Source: an optimization exercise on an open RTL-to-GDS flow (aim: small area, a short achievable clock period and few clock cycles). Production flows keep margins and buffers that such runs may drop.
Only simulation tests tie the RTL to the original design; equivalence was not proved.
Power and IR drop assume default switching activity.

## flow/design.v (module list and top-level ports; edited modules follow where they fit)
// module matmul_ctrl: 54 lines
// module operand_addr_gen: 115 lines
// module mac_unit: 1993 lines
// module mac_fa: 7 lines
// module mac_ha: 7 lines
// module result_writer: 29 lines
// module matmul_top: 89 lines
module matmul_top #(
  parameter int ADDR_W = 16
) (
  input  logic                          clk,
  input  logic                          reset_n,
  input  logic                          dut_valid,
  output logic                          dut_ready,
  output logic [ADDR_W-1:0]             input_read_address,
  input  matmul_pkg::sram_word_u        input_read_data,
  output logic [ADDR_W-1:0]             weight_read_address,
  input  matmul_pkg::sram_word_u        weight_read_data,
  output logic                          result_write_enable,
  output logic [ADDR_W-1:0]             result_write_address,
  output logic [matmul_pkg::DATA_W-1:0] result_write_data
);
  // ...
==> flow/flow/run.sh <==
#!/bin/bash
# Standard ORFS layout at the design's clock and constraints, with faster
# port buffers and timing repair aimed below the clock period.
set -euo pipefail
bash standard.sh \
  "BUFFER_PORTS_ARGS=-buffer_cell sky130_fd_sc_hd__buf_2" \
  SETUP_SLACK_MARGIN=7.6 \
  TNS_END_PERCENT=100 \
  finish > standard_flow.log 2>&1
==> flow/standard.sh <==
#!/bin/bash
# synth_recipe.tcl (not shown) runs the flow's synth.tcl, then flattens the netlist and writes it again
# the make line also repeats each setting of config.mk as NAME=value (left out here)
make -C /OpenROAD-flow-scripts/flow DESIGN_CONFIG=/design/flow/config.mk WORK_HOME=/design/flow/orfs CLKGATE_MAP_FILE= SYNTH_SCRIPT=/design/flow/synth_recipe.tcl "${@:-finish}"
==> flow/config.mk <==
export PLATFORM = sky130hd
export DESIGN_NAME = matmul_top
export DESIGN_NICKNAME = matmul_top
export VERILOG_FILES = /design/flow/design.v
export SDC_FILE = /design/flow/constraint.sdc
export NUM_CORES = 4
export LEC_CHECK = 0
export CAP_MARGIN = 20
export CORE_MARGIN = 2
export CORE_UTILIZATION = 40
export CTS_CLUSTER_DIAMETER = 120
export CTS_CLUSTER_SIZE = 22
export SLEW_MARGIN = 20
export SYNTH_HIERARCHICAL = 1
==> flow/constraint.sdc <==
create_clock -name core_clock -period 11.0 [get_ports {clk}]
set_input_delay 2.2000 -clock core_clock [delete_from_list [all_inputs] [get_ports {clk}]]
set_output_delay 2.2000 -clock core_clock [all_outputs]
set_load 0.01 [all_outputs]
==> run summary, run 1 <==
post-synthesis net count 2664; number of buffer cells added on primary ports 148; startpoint of the most critical hold path u_addr_gen.tg3[0]; Mapped Area 25000 um^2; global-route track usage on met2 0.343; inverter count 34; async set-or-reset flop fraction in the synthesized netlist 0; Hold Path Stages 0; Remaining Overflow, GRT 0; HPWL after DPL 46.7 mm; capture point of the worst reg-to-reg path u_mac.m1[31]; sequential cell count of the final layout 395; clock latency reported for the late side of the worst-skew pair 0.57 ns; synth warn 10; share of the synthesized netlist area taken by xor and xnor gates 0.156; effective utilization at floorplan 0.405; transition time of the tightest slew-check pin 1.08 ns; critical path cell sequence buf_2; x dimension of the die 254 um; outcome no timing/DRC/antenna violations; highest layer used for signal routing met5; utilization of the core after routing 0.439; total length of routed met2 wires 32.2 mm; min Tclk post-route 3.35 ns; largest net degree at the start of global routing 96; main combinational cell family by area after synthesis adder cells; Power Clock 887 uW; number of distinct library cells after synthesis 66; drt total wl 68.2 mm; Synth Area in Simple Gates 0.0977; relative contribution of sequential cells to total power 0.295; number of top-level design ports 149; leakage power 9.81 nW
Testbench counts, summed over its fixed seeds: cycles 33,512.
==> run 2: changes to the inputs <==
--- a/flow/flow/run.sh
+++ b/flow/flow/run.sh
@@ -5,5 +5,5 @@
 bash standard.sh \
   "BUFFER_PORTS_ARGS=-buffer_cell sky130_fd_sc_hd__buf_2" \
-  SETUP_SLACK_MARGIN=7.6 \
+  SETUP_SLACK_MARGIN=7.72 \
   TNS_END_PERCENT=100 \
   finish > standard_flow.log 2>&1
==> run 2 against run 1 <==
  * Still clean
  * Wire length grew 1.9%
  * Sequential share of layout area down 0.53 points
  * Critical path depth unchanged
  * Non-clock buffer count grew 49
  * Utilization grew 1.2 points
  * Critical endpoint is now input_read_address[0]
  * Largest cell class unchanged
==> run summary, run 2 <==
vertical extent of the die 254 um (unchanged); count of flip-flops with a built-in enable after synthesis 86 (unchanged); final routed DRC violation total 0 (unchanged); Wirelength per Cell 21.5 um (about the same); sequential-to-total area share from yosys stat 0.351 (unchanged); wire length of the first global-routing pass 108 mm (was 106 mm); utilization of the core after routing 0.451 (was 0.439); total length of routed met2 wires 32.5 mm (was 32.2 mm); cts bufs inserted 21 (was 22); Hold Path Stages 0 (unchanged); Critical path buffers and inverters 1 (unchanged); endpoint kind of the worst setup timing path output pin (unchanged); Routed Antenna Nets 0 (unchanged); clk root buf sky130_fd_sc_hd__clkbuf_16 (unchanged); min Tclk post-route 3.26 ns (was 3.35 ns); worst vdd rail ir drop 0.215 mV (was 0.212 mV); cell-internal power 4.34 mW (was 4.37 mW); ranking of synthesized cells by area sky130_fd_sc_hd__dfxtp_1, sky130_fd_sc_hd__fa_1, sky130_fd_sc_hd__xnor2_1 (unchanged); complex-gate fraction of the synthesized area 0.133 (unchanged); critical path peak fanout 4 (was 5); highest layer used for signal routing met5 (unchanged); aggregate global-route resource usage 0.213 (was 0.210); most common cell in the synthesized netlist sky130_fd_sc_hd__xnor2_1 (unchanged); slowest library cell on the worst path sky130_fd_sc_hd__dfxtp_4 (was sky130_fd_sc_hd__dfxtp_1); Mapped Area 25000 um^2 (unchanged); number of flip-flops in the largest register 78 (unchanged); share of the synthesized netlist area taken by xor and xnor gates 0.156 (unchanged); worst path required time 8.80 ns (about the same); ratio of cells with drive above 1 in the final layout 0.162 (was 0.128); clock slew seen by the registers of the worst setup and hold paths 0.09 ns (about the same); fin cells 3227 (was 3178); Avg Vias per Cell 5.64 (was 5.61); async set-or-reset flop fraction in the synthesized netlist 0 (unchanged); final total negative setup slack 0 ns (unchanged); Worst Reg-to-Reg Cells 6 (unchanged); leakage power 10.1 nW (was 9.81 nW); worst hold slack across all endpoints 0.330 ns (was 0.338 ns); transition time of the tightest slew-check pin 0.966 ns (was 1.08 ns); Final Hold Vio Count 0 (unchanged); Adder-Cell Fraction of Synth Area 0.222 (unchanged); Post-Synthesis Cells 2292 (unchanged); synth warn 10 (unchanged); worst min path class reg2reg (unchanged); most numerous cell types in the synthesized netlist sky130_fd_sc_hd__xnor2_1, sky130_fd_sc_hd__dfxtp_1, sky130_fd_sc_hd__a22oi_1 (unchanged); data arrival time of the worst path 1.06 ns (was 1.15 ns); top achievable clock speed 0.306 GHz (was 0.298 GHz); H-tree depth reported by CTS 1 (unchanged); relative contribution of sequential cells to total power 0.296 (was 0.295); number of cells in the design after placement 3138 (unchanged); main combinational cell family by area after synthesis adder cells (unchanged); instance count on the critical path 1 (unchanged); Slowest Stage Delay on Critical Path 0.37 ns (was 0.43 ns); DIE AREA 64500 um^2 (unchanged); family of cells with the greatest summed delay on the critical path flip-flops (unchanged); Most used DFF post-synth sky130_fd_sc_hd__dfxtp_1 (unchanged); Detailed Routing Iterations Pass 1 6 (unchanged); x dimension of the die 254 um (unchanged); DRC violation total after the first TritonRoute iteration 1536 (was 1602); routed metal-1 wire length 28.7 mm (was 28.5 mm); vias in the first global route 18822 (was 18572); standard-cell row count 91 (unchanged); number of pins exceeding their max-slew limit in the final report 0 (unchanged); ratio of total power to cell area 259 nW/um^2 (was 269 nW/um^2); Mean Syn Cell Area 10.9 um^2 (unchanged); HPWL after DPL 46.5 mm (was 46.7 mm); combinational share of power 0.584 (about the same); Worst Setup Path Type reg2out (unchanged); post-synthesis net count 2664 (unchanged); number of max-capacitance violations reported 0 (unchanged); post-route fraction of the period consumed by the critical path 0.297 (was 0.305); clock latency reported for the late side of the worst-skew pair 0.58 ns (was 0.57 ns); multiplexer share of the synthesized area 0.00561 (unchanged); Top reg by flops u_mac.m1 (unchanged); Final Skew 0.0364 ns (was 0.0238 ns); clock network fraction of total power 0.120 (was 0.122); clock net sink count 395 (unchanged); critical path cell sequence buf_6 (was buf_2); nets 2746 (was 2698); leading area contributor after synthesis sky130_fd_sc_hd__dfxtp_1 (unchanged); RSZ-0062 raised after global routing true (unchanged); number of buffer cells added on primary ports 148 (unchanged); max-slew headroom at the worst pin 0.350 (was 0.281); detailed-routed wire length on met3 5.84 mm (was 5.55 mm); largest net degree at the start of global routing 84 (was 96); type of origin of the critical path register (unchanged); switching power 2.88 mW (was 2.91 mW); total via count after detailed routing 18206 (was 17826); area of the core 61700 um^2 (unchanged); fraction of power spent switching nets 0.399 (was 0.400); Placer Congestion 0.864 (was 0.882); Synth Area in Simple Gates 0.0977 (unchanged); drt total wl 69.5 mm (was 68.2 mm); Area Overhead vs Synth 11.4% (was 8.36%); fraction of post-synthesis cell area in the top cell type by area 0.247 (unchanged); Seq cells post-synth 395 (unchanged); clk buf depth 3 (unchanged); cts-stage hold buffer count 0 (unchanged); Remaining Overflow, GRT 0 (unchanged); TritonCTS clock tree done (unchanged); effective utilization at floorplan 0.405 (unchanged); most frequent cells in the layout sky130_fd_sc_hd__xnor2_1, sky130_fd_sc_hd__a22oi_1, sky130_fd_sc_hd__fa_1, sky130_fd_sc_hd__dfxtp_1, sky130_fd_sc_hd__nand2_1 (was sky130_fd_sc_hd__xnor2_1, sky130_fd_sc_hd__dfxtp_1, sky130_fd_sc_hd__a22oi_1, sky130_fd_sc_hd__fa_1, sky130_fd_sc_hd__buf_2); number of failing setup endpoints in the final timing report 0 (unchanged); most common library cell in the layout ignoring fill and taps sky130_fd_sc_hd__xnor2_1 (unchanged); initial antenna violation count 10 (unchanged); number of distinct library cells after synthesis 66 (unchanged); outcome no timing/DRC/antenna violations (unchanged); number of top-level design ports 149 (unchanged)
==> run 2: final timing paths <==
check	from	endpoint	slack [ns]
max	u_addr_gen.a_addr[0]	input_read_address[0]	7.74
min	u_addr_gen.tg2[2]	u_addr_gen.tg3[2]	0.33
max reg2reg	u_mac.a_q[13]	u_mac.m1[33]	7.77
min reg2reg	u_addr_gen.tg2[2]	u_addr_gen.tg3[2]	0.33
==> run 2: power groups by stage <==
stage | clock, mW | combinational [mW] | sequential [mW]
final | 0.864 | 4.22 | 2.14
after CTS | 0.893 | 4.22 | 2.14
after floorplan | 0 | 3.20 | 2.10
after global placement | 0 | 4.01 | 2.17
after detailed placement | 0 | 4.16 | 2.17
after global routing | 0.940 | 4.78 | 2.18
==> run 2: per-module statistics from Yosys (local to each module, per instance), a selection <==
module,area (um^2),times used,flip-flops and latches,cells
mac_fa,20.0,228,0,1
mac_ha,12.5,28,0,1
mac_unit,12000,1,225,1214
matmul_ctrl,1380,1,41,72
==> run 2: through the flow <==
stage | total power, mW | cell area (um^2) | worst slack, ns
global route | 7.90 | 27800 | 7.69
global placement | 6.18 | 26300 | 7.25
floorplan | 5.31 | 25000 | 7.53
finish | 7.22 | 27900 | 7.74
CTS | 7.25 | 27600 | 7.69
detailed placement | 6.33 | 26300 | 7.26
==> run 2: cell families after synthesis <==
family,Yosys count
buffers and inverters,205
multiplexers,13
XOR/XNOR,437
AO/OA/AOI/OAI,480
AND/OR/NAND/NOR,457
flip-flops,395
adder cells (fa/ha/maj),305
==> run 2: what timing repair did <==
| item | in CTS | in global routing |
|---|---|---|
| pin swaps | 1 | 0 |
| cloned | 1 | 1 |
| buffers inserted | 41 | 7 |
| gates resized for setup | 134 | 32 |
| setup endpoints to repair | 100 | 69 |
==> run 2: metal layers <==
metal | GRT usage | vias up
met5 | 0 | -
met1 | 0.277 | 9021
met4 | 0.0771 | 14
met2 | 0.349 | 850
li1 | - | 8138
met3 | 0.0461 | 183
==> run 2: final cells by class <==
cell class / instances / area (um^2)
Fill cell: 5864 / 33900
Multi-Input combinational cell: 1692 / 15400
Sequential cell: 395 / 8940
Timing Repair Buffer: 230 / 1700
Tap cell: 837 / 1050
Clock buffer: 31 / 563
Inverter: 34 / 128
Clock inverter: 2 / 26.3
Antenna cell: 6 / 15.0
==> run 3: changes to the inputs <==
--- a/flow/flow/run.sh
+++ b/flow/flow/run.sh
@@ -5,5 +5,5 @@
 bash standard.sh \
   "BUFFER_PORTS_ARGS=-buffer_cell sky130_fd_sc_hd__buf_2" \
-  SETUP_SLACK_MARGIN=7.72 \
+  SETUP_SLACK_MARGIN=7.65 \
   TNS_END_PERCENT=100 \
   finish > standard_flow.log 2>&1
--- a/flow/config.mk
+++ b/flow/config.mk
@@ -10,5 +10,5 @@
 export CORE_UTILIZATION = 40
 export CTS_CLUSTER_DIAMETER = 120
-export CTS_CLUSTER_SIZE = 22
+export CTS_CLUSTER_SIZE = 26
 export SLEW_MARGIN = 20
 export SYNTH_HIERARCHICAL = 1
==> run 3 against run 2 <==
  * Maximum frequency fell by 1.7%
  * Combinational power about the same
  * Wire length fell by 2.3%
  * Clock skew is 0.017 ns lower
  * Non-clock buffer count is 45 lower
  * Worst hold slack better by 0.0053 ns
  * Total power down 0.63%
  * Global-route usage decreased by 0.29 points
  * Sequential power hardly changed
  * Sequential share of layout area increased by 0.65 points
==> run summary, run 3 <==
DIE AREA 64500 um^2 (unchanged); instance count on the critical path 1 (unchanged); leakage power 9.82 nW (was 10.1 nW); Worst Reg-to-Reg Cells 12 (was 6); clock slew seen by the registers of the worst setup and hold paths 0.10 ns (was 0.09 ns); number of buffer cells added on primary ports 148 (unchanged); Mean Syn Cell Area 10.9 um^2 (unchanged); Critical path buffers and inverters 1 (unchanged); count of flip-flops with a built-in enable after synthesis 86 (unchanged); critical path cell sequence buf_2 (was buf_6); clk buf depth 3 (unchanged); leading area contributor after synthesis sky130_fd_sc_hd__dfxtp_1 (unchanged); multiplexer share of the synthesized area 0.00561 (unchanged); number of flip-flops in the largest register 78 (unchanged); number of pins exceeding their max-slew limit in the final report 0 (unchanged); async set-or-reset flop fraction in the synthesized netlist 0 (unchanged); nets 2699 (was 2746); max-slew headroom at the worst pin 0.303 (was 0.350); min Tclk post-route 3.32 ns (was 3.26 ns); worst path required time 8.80 ns (about the same); critical path capture point weight_read_address[8] (was input_read_address[0]); family of cells with the greatest summed delay on the critical path flip-flops (unchanged); number of distinct library cells after synthesis 66 (unchanged); effective utilization at floorplan 0.405 (unchanged); Worst Setup Path Type reg2out (unchanged); worst setup path startpoint u_addr_gen.b_addr[8] (was u_addr_gen.a_addr[0]); total via count after detailed routing 17757 (was 18206); ranking of synthesized cells by area sky130_fd_sc_hd__dfxtp_1, sky130_fd_sc_hd__fa_1, sky130_fd_sc_hd__xnor2_1 (unchanged); post-route fraction of the period consumed by the critical path 0.302 (was 0.297); vias in the first global route 18395 (was 18822); post-synthesis net count 2664 (unchanged); wire length of the first global-routing pass 106 mm (was 108 mm); H-tree depth reported by CTS 1 (unchanged); aggregate global-route resource usage 0.210 (was 0.213); worst path setup slack after routing 7.68 ns (was 7.74 ns); clock net sink count 395 (unchanged); type of origin of the critical path register (unchanged); Final Skew 0.0191 ns (was 0.0364 ns); slowest library cell on the worst path sky130_fd_sc_hd__dfxtp_1 (was sky130_fd_sc_hd__dfxtp_4); cts bufs inserted 19 (was 21); fraction of post-synthesis cell area in the top cell type by area 0.247 (unchanged); Worst R2R Start u_addr_gen.tg3[2] (was u_mac.a_q[13]); clock latency reported for the late side of the worst-skew pair 0.56 ns (was 0.58 ns); complex-gate fraction of the synthesized area 0.133 (unchanged); outcome no timing/DRC/antenna violations (unchanged); top achievable clock speed 0.301 GHz (was 0.306 GHz); Mapped Area 25000 um^2 (unchanged); Detailed Routing Iterations Pass 1 6 (unchanged); drt total wl 67.9 mm (was 69.5 mm); data arrival time of the worst path 1.12 ns (was 1.06 ns); final routed DRC violation total 0 (unchanged); Slowest Stage Delay on Critical Path 0.40 ns (was 0.37 ns); largest net degree at the start of global routing 78 (was 84); final total negative setup slack 0 ns (unchanged); number of failing setup endpoints in the final timing report 0 (unchanged); Adder-Cell Fraction of Synth Area 0.222 (unchanged); x dimension of the die 254 um (unchanged); ratio of total power to cell area 265 nW/um^2 (was 259 nW/um^2); vertical extent of the die 254 um (unchanged); Avg Vias per Cell 5.59 (was 5.64); main combinational cell family by area after synthesis adder cells (unchanged); critical path peak fanout 4 (unchanged); Seq cells post-synth 395 (unchanged); initial antenna violation count 11 (was 10); ratio of cells with drive above 1 in the final layout 0.135 (was 0.162); fraction of power spent switching nets 0.401 (was 0.399); number of fill cells 5785 (was 5864); cts-stage hold buffer count 0 (unchanged); most common cell in the synthesized netlist sky130_fd_sc_hd__xnor2_1 (unchanged); Post-Synthesis Cells 2292 (unchanged); Routed Antenna Nets 0 (unchanged); cell-internal power 4.30 mW (was 4.34 mW); Remaining Overflow, GRT 0 (unchanged); Final Hold Vio Count 0 (unchanged); DRC violation total after the first TritonRoute iteration 1510 (was 1536); setup slack on the worst flop-to-flop path 7.75 ns (was 7.77 ns); utilization of the core after routing 0.439 (was 0.451); Placer Congestion 0.869 (was 0.864); combinational share of power 0.588 (was 0.584); worst min path class reg2reg (unchanged); TritonCTS clock tree done (unchanged); worst setup slack before clock tree synthesis 7.25 ns (was 7.26 ns); Top reg by flops u_mac.m1 (unchanged); area of the core 61700 um^2 (unchanged); standard-cell row count 91 (unchanged); RSZ-0062 raised after global routing true (unchanged); endpoint kind of the worst setup timing path output pin (unchanged); worst vdd rail ir drop 0.205 mV (was 0.215 mV); most frequent cells in the layout sky130_fd_sc_hd__xnor2_1, sky130_fd_sc_hd__a22oi_1, sky130_fd_sc_hd__dfxtp_1, sky130_fd_sc_hd__fa_1, sky130_fd_sc_hd__buf_2 (was sky130_fd_sc_hd__xnor2_1, sky130_fd_sc_hd__a22oi_1, sky130_fd_sc_hd__fa_1, sky130_fd_sc_hd__dfxtp_1, sky130_fd_sc_hd__nand2_1); transition time of the tightest slew-check pin 1.04 ns (was 0.966 ns); sequential-to-total area share from yosys stat 0.351 (unchanged); Most used DFF post-synth sky130_fd_sc_hd__dfxtp_1 (unchanged); most numerous cell types in the synthesized netlist sky130_fd_sc_hd__xnor2_1, sky130_fd_sc_hd__dfxtp_1, sky130_fd_sc_hd__a22oi_1 (unchanged); switching power 2.88 mW (about the same); Wirelength per Cell 21.4 um (was 21.5 um); most common library cell in the layout ignoring fill and taps sky130_fd_sc_hd__xnor2_1 (unchanged); capture point of the worst reg-to-reg path u_mac.acc_c[2] (was u_mac.m1[33]); number of max-capacitance violations reported 0 (unchanged); relative contribution of sequential cells to total power 0.298 (was 0.296); number of top-level design ports 149 (unchanged); synth warn 10 (unchanged); Area Overhead vs Synth 8.47% (was 11.4%); share of the synthesized netlist area taken by xor and xnor gates 0.156 (unchanged); HPWL after DPL 47.0 mm (was 46.5 mm); clk root buf sky130_fd_sc_hd__clkbuf_16 (unchanged); Synth Area in Simple Gates 0.0977 (unchanged); clock network fraction of total power 0.114 (was 0.120)
run 3: cells by family (layout without fill, tap and decap cells):
logic type | after synthesis | after routing
AO/OA/AOI/OAI | 480 | 480
AND/OR/NAND/NOR | 457 | 457
XOR/XNOR | 437 | 437
flip-flops | 395 | 395
adder cells (fa/ha/maj) | 305 | 305
buffers and inverters | 205 | 251
multiplexers | 13 | 13
other | 0 | 4
run 3: worst min-delay path by stage:
stage / from / end / slack (ns) / cells after the start
3_5_place_dp: u_addr_gen.tg2[2] / u_addr_gen.tg3[2] / 0.31 / 0
3_3_place_gp: u_addr_gen.tg3[0] / u_addr_gen.tg4[0] / 0.32 / 0
2_1_floorplan: u_addr_gen.tg2[0] / u_addr_gen.tg3[0] / 0.31 / 0
4_1_cts: u_addr_gen.tg2[2] / u_addr_gen.tg3[2] / 0.34 / 0
6_report: u_addr_gen.tg2[2] / u_addr_gen.tg3[2] / 0.34 / 0
5_1_grt: u_addr_gen.tg2[2] / u_addr_gen.tg3[2] / 0.34 / 0
run 3: metal layers:
layer  up-vias  GRT usage  share of wire
met2       748      0.339           0.46
met1      8778      0.279           0.42
met5         -          0         0.0015
li1       8043          -              -
met4        16     0.0766          0.037
met3       172     0.0438          0.080
run 3: power by group through the flow:
stage	Clock (mW)	Combinational, mW	Sequential [mW]
floorplan	0	3.20	2.10
global placement	0	4.00	2.16
detailed placement	0	4.17	2.17
CTS	0.850	4.22	2.14
global route	0.893	4.87	2.18
finish	0.817	4.22	2.14
run 3: per-stage QoR:
stage / power (mW) / instances / hold WS [ns] / area, um^2
global placement: 6.17 / 3141 / 0.317 / 26300
detailed placement: 6.34 / 3141 / 0.314 / 26300
floorplan: 5.31 / 2292 / 0.310 / 25000
finish: 7.18 / 3179 / 0.335 / 27100
CTS: 7.22 / 3175 / 0.337 / 27000
global route: 7.94 / 3178 / 0.343 / 27100
run 3: repair_timing:
action                     in CTS  in global routing
setup endpoints to repair      73                 40
gates cloned                    1                  0
buffers inserted                1                  0
pin swaps                       0                  1
gates resized for setup        49                 43
run 3: layout make-up:
cell class | instances | area (um^2) | share of cell area
Sequential cell | 395 | 8880 | 0.328
Antenna cell | 4 | 10.0 | 0.000369
Clock inverter | 3 | 22.5 | 0.000831
Inverter | 34 | 128 | 0.00471
Multi-Input combinational cell | 1692 | 15400 | 0.569
Timing Repair Buffer | 185 | 1080 | 0.0399
Clock buffer | 29 | 523 | 0.0193
Tap cell | 837 | 1050 | 0.0386
run 3: Yosys stat by module (local to each module, per instance), excerpt:
module,copies in the design,flops+latches,cell area [um^2],cells inside
mac_unit,1,225,12000,1214
matmul_ctrl,1,41,1380,72
mac_fa,228,0,20.0,1
mac_ha,28,0,12.5,1
==> run 4: changes to the inputs <==
--- a/flow/flow/run.sh
+++ b/flow/flow/run.sh
@@ -6,4 +6,4 @@
   "BUFFER_PORTS_ARGS=-buffer_cell sky130_fd_sc_hd__buf_2" \
   SETUP_SLACK_MARGIN=7.65 \
-  TNS_END_PERCENT=100 \
+  TNS_END_PERCENT=30 \
   finish > standard_flow.log 2>&1
--- a/flow/config.mk
+++ b/flow/config.mk
@@ -10,5 +10,5 @@
 export CORE_UTILIZATION = 40
 export CTS_CLUSTER_DIAMETER = 120
-export CTS_CLUSTER_SIZE = 26
+export CTS_CLUSTER_SIZE = 22
 export SLEW_MARGIN = 20
 export SYNTH_HIERARCHICAL = 1
==> run 4 against run 3 <==
  * Via count up 0.55%
  * Clock power increased by 3.7%
  * Combinational power is essentially flat
  * Critical path depth stayed put
  * Global-route usage fell by 0.12 points
  * Synthesized cell count unchanged
  * Sequential share of layout area is essentially flat
  * Wire length increased by 0.19%
  * Die area unchanged
  * Largest cell class unchanged
  * Largest power group unchanged
==> run summary, run 4 <==
outcome no timing/DRC/antenna violations (unchanged); clock latency reported for the late side of the worst-skew pair 0.57 ns (was 0.56 ns); min Tclk post-route 3.38 ns (was 3.32 ns); async set-or-reset flop fraction in the synthesized netlist 0 (unchanged); Worst Reg-to-Reg Cells 6 (was 12); cts-stage hold buffer count 0 (unchanged); Remaining Overflow, GRT 0 (unchanged); number of fill cells 5894 (was 5785); Post-Synthesis Cells 2292 (unchanged); total via count after detailed routing 17854 (was 17757); most frequent cells in the layout sky130_fd_sc_hd__xnor2_1, sky130_fd_sc_hd__dfxtp_1, sky130_fd_sc_hd__a22oi_1, sky130_fd_sc_hd__fa_1, sky130_fd_sc_hd__buf_2 (was sky130_fd_sc_hd__xnor2_1, sky130_fd_sc_hd__a22oi_1, sky130_fd_sc_hd__dfxtp_1, sky130_fd_sc_hd__fa_1, sky130_fd_sc_hd__buf_2); Detailed Routing Iterations Pass 1 7 (was 6); Most used DFF post-synth sky130_fd_sc_hd__dfxtp_1 (unchanged); final routed DRC violation total 0 (unchanged); drt total wl 68.0 mm (was 67.9 mm); worst path required time 8.80 ns (about the same); post-route fraction of the period consumed by the critical path 0.307 (was 0.302); count of flip-flops with a built-in enable after synthesis 86 (unchanged); worst vdd rail ir drop 0.185 mV (was 0.205 mV); area of the core 61700 um^2 (unchanged); post-synthesis net count 2664 (unchanged); Final Hold Vio Count 0 (unchanged); number of buffer cells added on primary ports 148 (unchanged); clk root buf sky130_fd_sc_hd__clkbuf_16 (unchanged); sequential standard cell area 8870 um^2 (was 8880 um^2); vertical extent of the die 254 um (unchanged); effective utilization at floorplan 0.405 (unchanged); endpoint of the worst hold-timing path u_addr_gen.tg3[0] (was u_addr_gen.tg3[2]); multi-input logic area 15400 um^2 (about the same); leakage power 9.79 nW (was 9.82 nW); Mean Syn Cell Area 10.9 um^2 (unchanged); most numerous cell types in the synthesized netlist sky130_fd_sc_hd__xnor2_1, sky130_fd_sc_hd__dfxtp_1, sky130_fd_sc_hd__a22oi_1 (unchanged); vias in the first global route 18304 (was 18395); type of origin of the critical path register (unchanged); worst hold slack across all endpoints 0.334 ns (was 0.335 ns); top achievable clock speed 0.296 GHz (was 0.301 GHz); nets 2697 (was 2699); ratio of total power to cell area 266 nW/um^2 (was 265 nW/um^2); setup slack on the worst flop-to-flop path 7.72 ns (was 7.75 ns); number of failing setup endpoints in the final timing report 0 (unchanged); clock slew seen by the registers of the worst setup and hold paths 0.09 ns (was 0.10 ns); synth warn 10 (unchanged); aggregate global-route resource usage 0.209 (was 0.210); slowest library cell on the worst path sky130_fd_sc_hd__dfxtp_1 (unchanged); Wirelength per Cell 21.4 um (about the same); worst min path class reg2reg (unchanged); clock net sink count 395 (unchanged); RSZ-0062 raised after global routing true (unchanged); number of top-level design ports 149 (unchanged); most common library cell in the layout ignoring fill and taps sky130_fd_sc_hd__xnor2_1 (unchanged); met3 capacity usage during global routing 0.0415 (was 0.0438); global-route layer with the greatest usage met2 (unchanged); data arrival time of the worst path 1.18 ns (was 1.12 ns); DRC violation total after the first TritonRoute iteration 1752 (was 1510); number of distinct library cells after synthesis 66 (unchanged); most common cell in the synthesized netlist sky130_fd_sc_hd__xnor2_1 (unchanged); Hold Path Stages 0 (unchanged); max-slew headroom at the worst pin 0.365 (was 0.303); Worst Setup Path Type reg2out (unchanged); TritonCTS clock tree done (unchanged); number of pins exceeding their max-slew limit in the final report 0 (unchanged); family of cells with the greatest summed delay on the critical path flip-flops (unchanged); ratio of cells with drive above 1 in the final layout 0.125 (was 0.135); Top reg by flops u_mac.m1 (unchanged); Seq cells post-synth 395 (unchanged); number of max-capacitance violations reported 0 (unchanged); cts bufs inserted 21 (was 19); global-route track usage on met2 0.340 (was 0.339); Placer Congestion 0.870 (was 0.869); H-tree depth reported by CTS 1 (unchanged); number of flip-flops in the largest register 78 (unchanged); capture point of the worst reg-to-reg path u_mac.m1[33] (was u_mac.acc_c[2]); Critical path buffers and inverters 1 (unchanged); Mapped Area 25000 um^2 (unchanged); critical path peak fanout 5 (was 4); leading area contributor after synthesis sky130_fd_sc_hd__dfxtp_1 (unchanged); standard-cell row count 91 (unchanged); transition time of the tightest slew-check pin 0.944 ns (was 1.04 ns); sequential-to-total area share from yosys stat 0.351 (unchanged); Routed Antenna Nets 0 (unchanged); Area Overhead vs Synth 8.19% (was 8.47%); startpoint of the most critical hold path u_addr_gen.tg2[0] (was u_addr_gen.tg2[2]); x dimension of the die 254 um (unchanged); endpoint kind of the worst setup timing path output pin (unchanged); final total negative setup slack 0 ns (unchanged); Avg Vias per Cell 5.63 (was 5.59); met1 GRT Util 0.281 (was 0.279); wire length of the first global-routing pass 106 mm (about the same); fraction of post-synthesis cell area in the top cell type by area 0.247 (unchanged); critical path cell sequence buf_2 (unchanged); largest net degree at the start of global routing 80 (was 78); Slowest Stage Delay on Critical Path 0.44 ns (was 0.40 ns); initial antenna violation count 11 (unchanged); worst setup path startpoint u_addr_gen.a_addr[3] (was u_addr_gen.b_addr[8]); Final Skew 0.0256 ns (was 0.0191 ns); ranking of synthesized cells by area sky130_fd_sc_hd__dfxtp_1, sky130_fd_sc_hd__fa_1, sky130_fd_sc_hd__xnor2_1 (unchanged); DIE AREA 64500 um^2 (unchanged); Worst R2R Start u_mac.bq_one[4] (was u_addr_gen.tg3[2]); clk buf depth 3 (unchanged); HPWL after DPL 46.4 mm (was 47.0 mm)
-- run 4: repair_timing --
action	in CTS	in global routing
setup endpoints to repair	74	70
gates resized for setup	27	39
buffers inserted	0	2
cloned	1	0
pin swaps	1	1
-- run 4: cell families after synthesis --
logic type / synth area share
adders and majority gates: 0.222
DFF: 0.351
and+or+nand+nor: 0.0977
AOI/OAI and AO/OA: 0.133
xor gates and xnor gates: 0.156
buffers and inverters: 0.0351
muxes: 0.00561
-- run 4: worst max-delay path by stage --
stage                     cells after the start                 endpoint
after floorplan                               5     u_addr_gen.k_rem[14]
after global placement                        6      u_addr_gen.k_rem[9]
after detailed placement                      6      u_addr_gen.k_rem[9]
after CTS                                     1  result_write_address[1]
after global routing                         12           u_mac.acc_c[1]
final                                         1    input_read_address[3]
-- run 4: area by class of cell --
type                            count  area share
Timing Repair Buffer              181      0.0383
Clock buffer                       29      0.0205
Clock inverter                      1    0.000648
Sequential cell                   395       0.328
Inverter                           34     0.00472
Antenna cell                        3    0.000278
Multi-Input combinational cell   1692       0.569
Tap cell                          837      0.0387
-- run 4: modules after synthesis, one instance, submodules excluded, a selection --
| module | times used | cell area (um^2) | flip-flops and latches | cells inside |
|---|---|---|---|---|
| mac_unit | 1 | 12000 | 225 | 1214 |
| matmul_ctrl | 1 | 1380 | 41 | 72 |
| mac_fa | 228 | 20.0 | 0 | 1 |
| mac_ha | 28 | 12.5 | 0 | 1 |
-- run 4: report_power, final --
part           internal, mW  switching, mW  total, mW  leakage, nW
registers              1.91          0.242       2.15         3.38
clock network         0.365          0.481      0.847        0.281
logic                  2.05           2.14       4.19         6.12
-- run 4: through the flow --
| stage | cell area [um^2] | power [mW] | std cells | worst slack [ns] | util |
|---|---|---|---|---|---|
| after floorplan | 25000 | 5.31 | 2292 | 7.53 | - |
| after global placement | 26300 | 6.19 | 3136 | 7.19 | 0.426 |
| after detailed placement | 26300 | 6.34 | 3136 | 7.18 | 0.426 |
| after CTS | 26900 | 7.23 | 3167 | 7.58 | 0.437 |
| after global routing | 27000 | 7.89 | 3171 | 7.56 | 0.438 |
| final | 27000 | 7.19 | 3172 | 7.62 | 0.438 |
-- run 4: layer usage --
layer / share of wire / wire (um)
met4: 0.028 / 1900
met1: 0.42 / 28600
met3: 0.088 / 5960
met2: 0.46 / 31400
met5: 0.0016 / 108
==> run 5: changes to the inputs <==
--- a/flow/flow/run.sh
+++ b/flow/flow/run.sh
@@ -6,4 +6,4 @@
   "BUFFER_PORTS_ARGS=-buffer_cell sky130_fd_sc_hd__buf_2" \
   SETUP_SLACK_MARGIN=7.65 \
-  TNS_END_PERCENT=30 \
+  TNS_END_PERCENT=60 \
   finish > standard_flow.log 2>&1
==> run 5 against run 4 <==
  * Sequential share of layout area is essentially flat
  * Total power is 0.24% higher
  * Worst hold slack about the same
  * Combinational power hardly changed
  * Critical path depth did not move
  * Via count hardly changed
  * Wire length shrank 0.12%
  * Global-route usage is essentially flat
  * Sequential cell count unchanged
  * Register-to-register slack about the same
  * Maximum frequency up 1.3%
  * Critical endpoint is now weight_read_address[2]
  * Highest routed layer unchanged
==> run summary, run 5 <==
async set-or-reset flop fraction in the synthesized netlist 0 (unchanged); initial antenna violation count 11 (unchanged); wire length of the first global-routing pass 106 mm (about the same); vias in the first global route 18301 (was 18304); global-route track usage on met2 0.341 (was 0.340); clk buf depth 3 (unchanged); Worst Setup Path Type reg2out (unchanged); most numerous cell types in the synthesized netlist sky130_fd_sc_hd__xnor2_1, sky130_fd_sc_hd__dfxtp_1, sky130_fd_sc_hd__a22oi_1 (unchanged); max-slew headroom at the worst pin 0.362 (was 0.365); TritonCTS clock tree done (unchanged); outcome no timing/DRC/antenna violations (unchanged); Remaining Overflow, GRT 0 (unchanged); met3 capacity usage during global routing 0.0414 (was 0.0415); Critical path buffers and inverters 1 (unchanged); worst setup slack before clock tree synthesis 7.18 ns (unchanged); critical path peak fanout 5 (unchanged); number of pins exceeding their max-slew limit in the final report 0 (unchanged); worst path required time 8.80 ns (about the same); effective utilization at floorplan 0.405 (unchanged); most common cell in the synthesized netlist sky130_fd_sc_hd__xnor2_1 (unchanged); clock latency reported for the late side of the worst-skew pair 0.57 ns (about the same); utilization of the core after routing 0.439 (was 0.438); aggregate global-route resource usage 0.209 (about the same); Area Overhead vs Synth 8.27% (was 8.19%); worst hold slack across all endpoints 0.334 ns (about the same); most common library cell in the layout ignoring fill and taps sky130_fd_sc_hd__xnor2_1 (unchanged); post-route fraction of the period consumed by the critical path 0.303 (was 0.307); worst vdd rail ir drop 0.185 mV (about the same); clock net sink count 395 (unchanged); drt total wl 67.9 mm (was 68.0 mm); min Tclk post-route 3.34 ns (was 3.38 ns); Avg Vias per Cell 5.63 (about the same); met1 GRT Util 0.281 (about the same); number of distinct library cells after synthesis 66 (unchanged); worst min path class reg2reg (unchanged); final routed DRC violation total 0 (unchanged); worst path setup slack after routing 7.66 ns (was 7.62 ns); cts bufs inserted 21 (unchanged); Most used DFF post-synth sky130_fd_sc_hd__dfxtp_1 (unchanged); fraction of post-synthesis cell area in the top cell type by area 0.247 (unchanged); area of the core 61700 um^2 (unchanged); post-synthesis net count 2664 (unchanged); ranking of synthesized cells by area sky130_fd_sc_hd__dfxtp_1, sky130_fd_sc_hd__fa_1, sky130_fd_sc_hd__xnor2_1 (unchanged); final total negative setup slack 0 ns (unchanged); sequential standard cell area 8880 um^2 (was 8870 um^2); synth warn 10 (unchanged); ratio of total power to cell area 266 nW/um^2 (about the same); multi-input logic area 15400 um^2 (about the same); number of top-level design ports 149 (unchanged); Mean Syn Cell Area 10.9 um^2 (unchanged); nets 2696 (was 2697); Mapped Area 25000 um^2 (unchanged); H-tree depth reported by CTS 1 (unchanged); count of flip-flops with a built-in enable after synthesis 86 (unchanged); DRC violation total after the first TritonRoute iteration 1665 (was 1752); Final Hold Vio Count 0 (unchanged); Post-Synthesis Cells 2292 (unchanged); data arrival time of the worst path 1.14 ns (was 1.18 ns); cts-stage hold buffer count 0 (unchanged); number of flip-flops in the largest register 78 (unchanged); clock slew seen by the registers of the worst setup and hold paths 0.09 ns (about the same); top achievable clock speed 0.300 GHz (was 0.296 GHz); number of failing setup endpoints in the final timing report 0 (unchanged); sequential-to-total area share from yosys stat 0.351 (unchanged); global-route layer with the greatest usage met2 (unchanged); clk root buf sky130_fd_sc_hd__clkbuf_16 (unchanged); number of fill cells 5895 (was 5894); Final Power 7.21 mW (was 7.19 mW); total via count after detailed routing 17837 (was 17854); Seq cells post-synth 395 (unchanged); RSZ-0062 raised after global routing true (unchanged); most frequent cells in the layout sky130_fd_sc_hd__xnor2_1, sky130_fd_sc_hd__dfxtp_1, sky130_fd_sc_hd__a22oi_1, sky130_fd_sc_hd__fa_1, sky130_fd_sc_hd__buf_2 (unchanged); leading area contributor after synthesis sky130_fd_sc_hd__dfxtp_1 (unchanged); Wirelength per Cell 21.4 um (about the same); ratio of cells with drive above 1 in the final layout 0.130 (was 0.125); transition time of the tightest slew-check pin 0.949 ns (was 0.944 ns); largest net degree at the start of global routing 80 (unchanged); Detailed Routing Iterations Pass 1 7 (unchanged); Placer Congestion 0.870 (unchanged); standard-cell row count 91 (unchanged); slowest library cell on the worst path sky130_fd_sc_hd__dfxtp_1 (unchanged); type of origin of the critical path register (unchanged); x dimension of the die 254 um (unchanged); Routed Antenna Nets 0 (unchanged); vertical extent of the die 254 um (unchanged); Slowest Stage Delay on Critical Path 0.42 ns (was 0.44 ns); DIE AREA 64500 um^2 (unchanged); number of max-capacitance violations reported 0 (unchanged); critical path cell sequence buf_2 (unchanged); HPWL after DPL 46.4 mm (unchanged); endpoint kind of the worst setup timing path output pin (unchanged); leakage power 9.79 nW (about the same); number of buffer cells added on primary ports 148 (unchanged); Final Skew 0.0257 ns (was 0.0256 ns); family of cells with the greatest summed delay on the critical path flip-flops (unchanged); Top reg by flops u_mac.m1 (unchanged)
-- run 5: stage by stage --
stage / std cells / instance area, um^2
2_1_floorplan: 2292 / 25000
3_3_place_gp: 3136 / 26300
3_5_place_dp: 3136 / 26300
4_1_cts: 3168 / 27000
5_1_grt: 3170 / 27100
6_report: 3171 / 27100
-- run 5: worst paths after layout --
kind / depth (start not counted) / end / slack [ns] / startpoint
setup / recovery: 1 / weight_read_address[2] / 7.66 / u_addr_gen.b_addr[2]
hold / removal: 0 / u_addr_gen.tg3[0] / 0.33 / u_addr_gen.tg2[0]
setup reg to reg: 12 / u_mac.acc_c[1] / 7.72 / u_addr_gen.tg3[2]
hold reg to reg: 0 / u_addr_gen.tg3[0] / 0.33 / u_addr_gen.tg2[0]
-- run 5: final cells by class --
class | instances | share of cell area
diodes | 3 | 0.000277
flip-flops and latches | 395 | 0.328
clock inverters | 1 | 0.000647
well taps | 837 | 0.0387
repair buffers | 180 | 0.0379
inverters | 34 | 0.00472
clock buffers | 29 | 0.0205
multi-input cells | 1692 | 0.569
-- run 5: where the power goes --
group          leakage, nW  internal, mW  switching, mW
clock network        0.281         0.365          0.481
registers             3.39          1.91          0.242
logic                 6.12          2.05           2.16
-- run 5: per-module statistics from Yosys, one instance, submodules excluded, a selection --
module | cells | flops+latches
mac_unit | 1214 | 225
mac_ha | 1 | 0
mac_fa | 1 | 0
matmul_ctrl | 72 | 41
-- run 5: per-layer routing --
| metal | share of wire | vias up | wire length, um |
|---|---|---|---|
| met5 | 0.0014 | - | 98 |
| met4 | 0.030 | 16 | 2020 |
| met3 | 0.088 | 158 | 5950 |
| met1 | 0.42 | 8832 | 28500 |
| met2 | 0.46 | 819 | 31300 |
| li1 | - | 8012 | - |
-- run 5: cells by family after synthesis --
| logic type | Yosys count | share of synthesized area |
|---|---|---|
| AO/OA/AOI/OAI | 480 | 0.133 |
| adder cells (fa/ha/maj) | 305 | 0.222 |
| buffers and inverters | 205 | 0.0351 |
| XOR/XNOR | 437 | 0.156 |
| flip-flops | 395 | 0.351 |
| AND/OR/NAND/NOR | 457 | 0.0977 |
| multiplexers | 13 | 0.00561 |
-- run 5: repair_timing --
item	in CTS	in global routing
cloned	1	0
gates resized for setup	29	50
endpoints found under the setup margin	74	68
setup buffers	1	0
pin swaps	1	1
==> run 6: changes to the inputs <==
--- a/flow/flow/run.sh
+++ b/flow/flow/run.sh
@@ -6,4 +6,4 @@
   "BUFFER_PORTS_ARGS=-buffer_cell sky130_fd_sc_hd__buf_2" \
   SETUP_SLACK_MARGIN=7.65 \
-  TNS_END_PERCENT=60 \
+  TNS_END_PERCENT=100 \
   finish > standard_flow.log 2>&1
==> run 6 against run 5 <==
  * Sequential power barely moved
  * Die area did not move
  * Worst hold slack improved by 0.00093 ns
  * Total power rose by 0.13%
  * Clock-buffer cell count rose by 2
==> run summary, run 6 <==
outcome no timing/DRC/antenna violations (unchanged); Routed Antenna Nets 0 (unchanged); Hold Path Stages 0 (unchanged); worst setup path startpoint u_addr_gen.b_addr[8] (was u_addr_gen.b_addr[2]); critical path cell sequence buf_2 (unchanged); clock slew seen by the registers of the worst setup and hold paths 0.09 ns (about the same); async set-or-reset flop fraction in the synthesized netlist 0 (unchanged); worst min path class reg2reg (unchanged); aggregate global-route resource usage 0.211 (was 0.209); worst setup slack before clock tree synthesis 7.25 ns (was 7.18 ns); type of origin of the critical path register (unchanged); family of cells with the greatest summed delay on the critical path flip-flops (unchanged); H-tree depth reported by CTS 1 (unchanged); DIE AREA 64500 um^2 (unchanged); Seq cells post-synth 395 (unchanged); most common cell in the synthesized netlist sky130_fd_sc_hd__xnor2_1 (unchanged); initial antenna violation count 11 (unchanged); largest net degree at the start of global routing 78 (was 80); number of max-capacitance violations reported 0 (unchanged); Mean Syn Cell Area 10.9 um^2 (unchanged); most frequent cells in the layout sky130_fd_sc_hd__xnor2_1, sky130_fd_sc_hd__a22oi_1, sky130_fd_sc_hd__dfxtp_1, sky130_fd_sc_hd__fa_1, sky130_fd_sc_hd__buf_2 (was sky130_fd_sc_hd__xnor2_1, sky130_fd_sc_hd__dfxtp_1, sky130_fd_sc_hd__a22oi_1, sky130_fd_sc_hd__fa_1, sky130_fd_sc_hd__buf_2); wire length of the first global-routing pass 107 mm (was 106 mm); top achievable clock speed 0.302 GHz (was 0.300 GHz); utilization of the core after routing 0.440 (was 0.439); Final Skew 0.0291 ns (was 0.0257 ns); total via count after detailed routing 17705 (was 17837); cts-stage hold buffer count 0 (unchanged); HPWL after DPL 47.0 mm (was 46.4 mm); number of buffer cells added on primary ports 148 (unchanged); Remaining Overflow, GRT 0 (unchanged); area of the core 61700 um^2 (unchanged); clock net sink count 395 (unchanged); final routed DRC violation total 0 (unchanged); count of flip-flops with a built-in enable after synthesis 86 (unchanged); number of failing setup endpoints in the final timing report 0 (unchanged); Post-Synthesis Cells 2292 (unchanged); clock latency reported for the late side of the worst-skew pair 0.57 ns (about the same); x dimension of the die 254 um (unchanged); Area Overhead vs Synth 8.69% (was 8.27%); worst hold slack across all endpoints 0.335 ns (was 0.334 ns); Critical path buffers and inverters 1 (unchanged); RSZ-0062 raised after global routing true (unchanged); Detailed Routing Iterations Pass 1 7 (unchanged); most common library cell in the layout ignoring fill and taps sky130_fd_sc_hd__xnor2_1 (unchanged); worst path setup slack after routing 7.69 ns (was 7.66 ns); vertical extent of the die 254 um (unchanged); cts bufs inserted 21 (unchanged); transition time of the tightest slew-check pin 1.02 ns (was 0.949 ns); clk root buf sky130_fd_sc_hd__clkbuf_16 (unchanged); max-slew headroom at the worst pin 0.314 (was 0.362); Placer Congestion 0.869 (was 0.870); synth warn 10 (unchanged); post-route fraction of the period consumed by the critical path 0.301 (was 0.303); leakage power 9.85 nW (was 9.79 nW); startpoint of the most critical hold path u_addr_gen.tg2[0] (unchanged); most numerous cell types in the synthesized netlist sky130_fd_sc_hd__xnor2_1, sky130_fd_sc_hd__dfxtp_1, sky130_fd_sc_hd__a22oi_1 (unchanged); DRC violation total after the first TritonRoute iteration 1531 (was 1665); Worst Reg-to-Reg Cells 11 (was 12); post-synthesis net count 2664 (unchanged); number of fill cells 5782 (was 5895); instance count on the critical path 1 (unchanged); setup slack on the worst flop-to-flop path 7.72 ns (about the same); ratio of cells with drive above 1 in the final layout 0.135 (was 0.130); number of flip-flops in the largest register 78 (unchanged); final total negative setup slack 0 ns (unchanged); number of pins exceeding their max-slew limit in the final report 0 (unchanged); Final Power 7.22 mW (was 7.21 mW); TritonCTS clock tree done (unchanged); endpoint kind of the worst setup timing path output pin (unchanged); Mapped Area 25000 um^2 (unchanged); capture point of the worst reg-to-reg path u_mac.m1[75] (was u_mac.acc_c[1]); Worst Setup Path Type reg2out (unchanged); endpoint of the worst hold-timing path u_addr_gen.tg3[0] (unchanged); standard-cell row count 91 (unchanged); leading area contributor after synthesis sky130_fd_sc_hd__dfxtp_1 (unchanged); Final Hold Vio Count 0 (unchanged); Slowest Stage Delay on Critical Path 0.40 ns (was 0.42 ns); ratio of total power to cell area 266 nW/um^2 (about the same); number of distinct library cells after synthesis 66 (unchanged); number of top-level design ports 149 (unchanged); Avg Vias per Cell 5.56 (was 5.63); worst path required time 8.80 ns (about the same); vias in the first global route 18443 (was 18301); slowest library cell on the worst path sky130_fd_sc_hd__dfxtp_1 (unchanged); sequential-to-total area share from yosys stat 0.351 (unchanged); drt total wl 68.3 mm (was 67.9 mm); critical path peak fanout 4 (was 5); min Tclk post-route 3.31 ns (was 3.34 ns); clk buf depth 3 (unchanged); effective utilization at floorplan 0.405 (unchanged); Most used DFF post-synth sky130_fd_sc_hd__dfxtp_1 (unchanged); Wirelength per Cell 21.4 um (about the same); nets 2705 (was 2696); data arrival time of the worst path 1.11 ns (was 1.14 ns); fraction of post-synthesis cell area in the top cell type by area 0.247 (unchanged); Worst R2R Start u_mac.a_q[1] (was u_addr_gen.tg3[2]); Top reg by flops u_mac.m1 (unchanged); ranking of synthesized cells by area sky130_fd_sc_hd__dfxtp_1, sky130_fd_sc_hd__fa_1, sky130_fd_sc_hd__xnor2_1 (unchanged); worst vdd rail ir drop 0.202 mV (was 0.185 mV)
[run 6: layout make-up]
type | count | area [um^2] | area share
clock inverter | 1 | 17.5 | 0.000645
inverter | 34 | 128 | 0.00470
antenna | 6 | 15.0 | 0.000553
multi-input combinational | 1692 | 15400 | 0.567
timing repair buffer | 189 | 1120 | 0.0413
tap | 837 | 1050 | 0.0386
clock buffer | 31 | 563 | 0.0207
sequential | 395 | 8870 | 0.327
[run 6: kinds of logic after synthesis]
family                     Yosys count  share of synthesized area
AOI/OAI and AO/OA                  480                      0.133
xor gates and xnor gates           437                      0.156
adders and majority gates          305                      0.222
buffers and inverters              205                     0.0351
DFF                                395                      0.351
muxes                               13                    0.00561
and+or+nand+nor                    457                     0.0977
[run 6: per-module statistics from Yosys, one instance, submodules excluded, excerpt]
| module | cells inside | times used | flops+latches | cell area [um^2] |
|---|---|---|---|---|
| matmul_ctrl | 72 | 1 | 41 | 1380 |
| mac_fa | 1 | 228 | 0 | 20.0 |
| mac_unit | 1214 | 1 | 225 | 12000 |
| mac_ha | 1 | 28 | 0 | 12.5 |
[run 6: per-layer routing]
layer | global-route usage | wire length, um | vias up
met3 | 0.0444 | 5590 | 186
met1 | 0.277 | 28500 | 8667
li1 | - | - | 8048
met5 | 0 | 132 | -
met4 | 0.0785 | 2610 | 16
met2 | 0.341 | 31400 | 788
[run 6: worst max-delay path by stage]
stage                             end  slack, ns
2_1_floorplan    u_addr_gen.k_rem[14]       7.53
3_3_place_gp     u_addr_gen.k_rem[14]       7.25
3_5_place_dp     u_addr_gen.k_rem[14]       7.25
4_1_cts                  u_mac.m1[75]       7.65
5_1_grt                  u_mac.m1[75]       7.62
6_report       weight_read_address[8]       7.69
[run 6: power by group]
group	internal [mW]	switching, mW
logic	2.06	2.17
registers	1.91	0.228
clock network	0.368	0.481
total	4.34	2.88
[run 6: worst register-to-register path: stages, from the launching register on]
cell	delay, ns
sky130_fd_sc_hd__dfxtp_1	0.41
sky130_fd_sc_hd__buf_6	0.35
sky130_fd_sc_hd__a22oi_1	0.14
sky130_fd_sc_hd__xnor2_1	0.32
sky130_fd_sc_hd__fa_1	0.54
sky130_fd_sc_hd__fa_1	0.44
sky130_fd_sc_hd__xor2_1	0.28
sky130_fd_sc_hd__xnor2_2	0.15
sky130_fd_sc_hd__xnor2_1	0.14
sky130_fd_sc_hd__xnor2_1	0.15
sky130_fd_sc_hd__xnor2_1	0.15
sky130_fd_sc_hd__xnor2_1	0.13
[run 6: per-stage QoR]
step                      area (um^2)  cells
after floorplan                 25000   2292
after global placement          26300   3141
after detailed placement        26300   3141
after CTS                       27000   3175
after global routing            27200   3182
final                           27200   3185
[run 6: repair_timing]
action | 4_1_cts | 5_1_grt
buffers inserted | 1 | 3
gates cloned | 1 | 1
resized for setup | 53 | 29
setup endpoints to repair | 75 | 36
pin swaps | 0 | 1

## what the ideal ports hide
Ports are ideal in the flow. The routed layouts listed here were re-timed in OpenROAD.
Step 1 sets driving cells, clkbuf_16 on the clock port and buf_2 on the other inputs (assumed; they add their load-dependent delay and slew).
Step 2 adds t to the input delays and takes it off the output delays; t is the mean of the earliest and latest rising clock arrival at the registers after step 1. Input paths then give back, and output paths get back, about the clock's delay inside the block.
Three values: ideal, step 1, step 2; two values: the first two.
run	t, ns	setup slack, ns	worst hold slack (ns)
run 1	0.624	7.646 / 7.583 / 7.268	0.338 / 0.338 / 0.338
run 2	0.623	7.737 / 7.676 / 7.270	0.330 / 0.330 / 0.330
run 3	0.609	7.682 / 7.623 / 7.241	0.335 / 0.335 / 0.335
run 4	0.613	7.619 / 7.560 / 7.145	0.334 / 0.334 / 0.334
run 5	0.614	7.662 / 7.603 / 7.231	0.334 / 0.334 / 0.334
run 6	0.617	7.687 / 7.629 / 7.243	0.335 / 0.335 / 0.335
After both steps setup and hold are still met in every run listed. The setup slack of run 4, which loses most, moves by -0.059 ns with the drivers and by -0.474 ns with both steps.
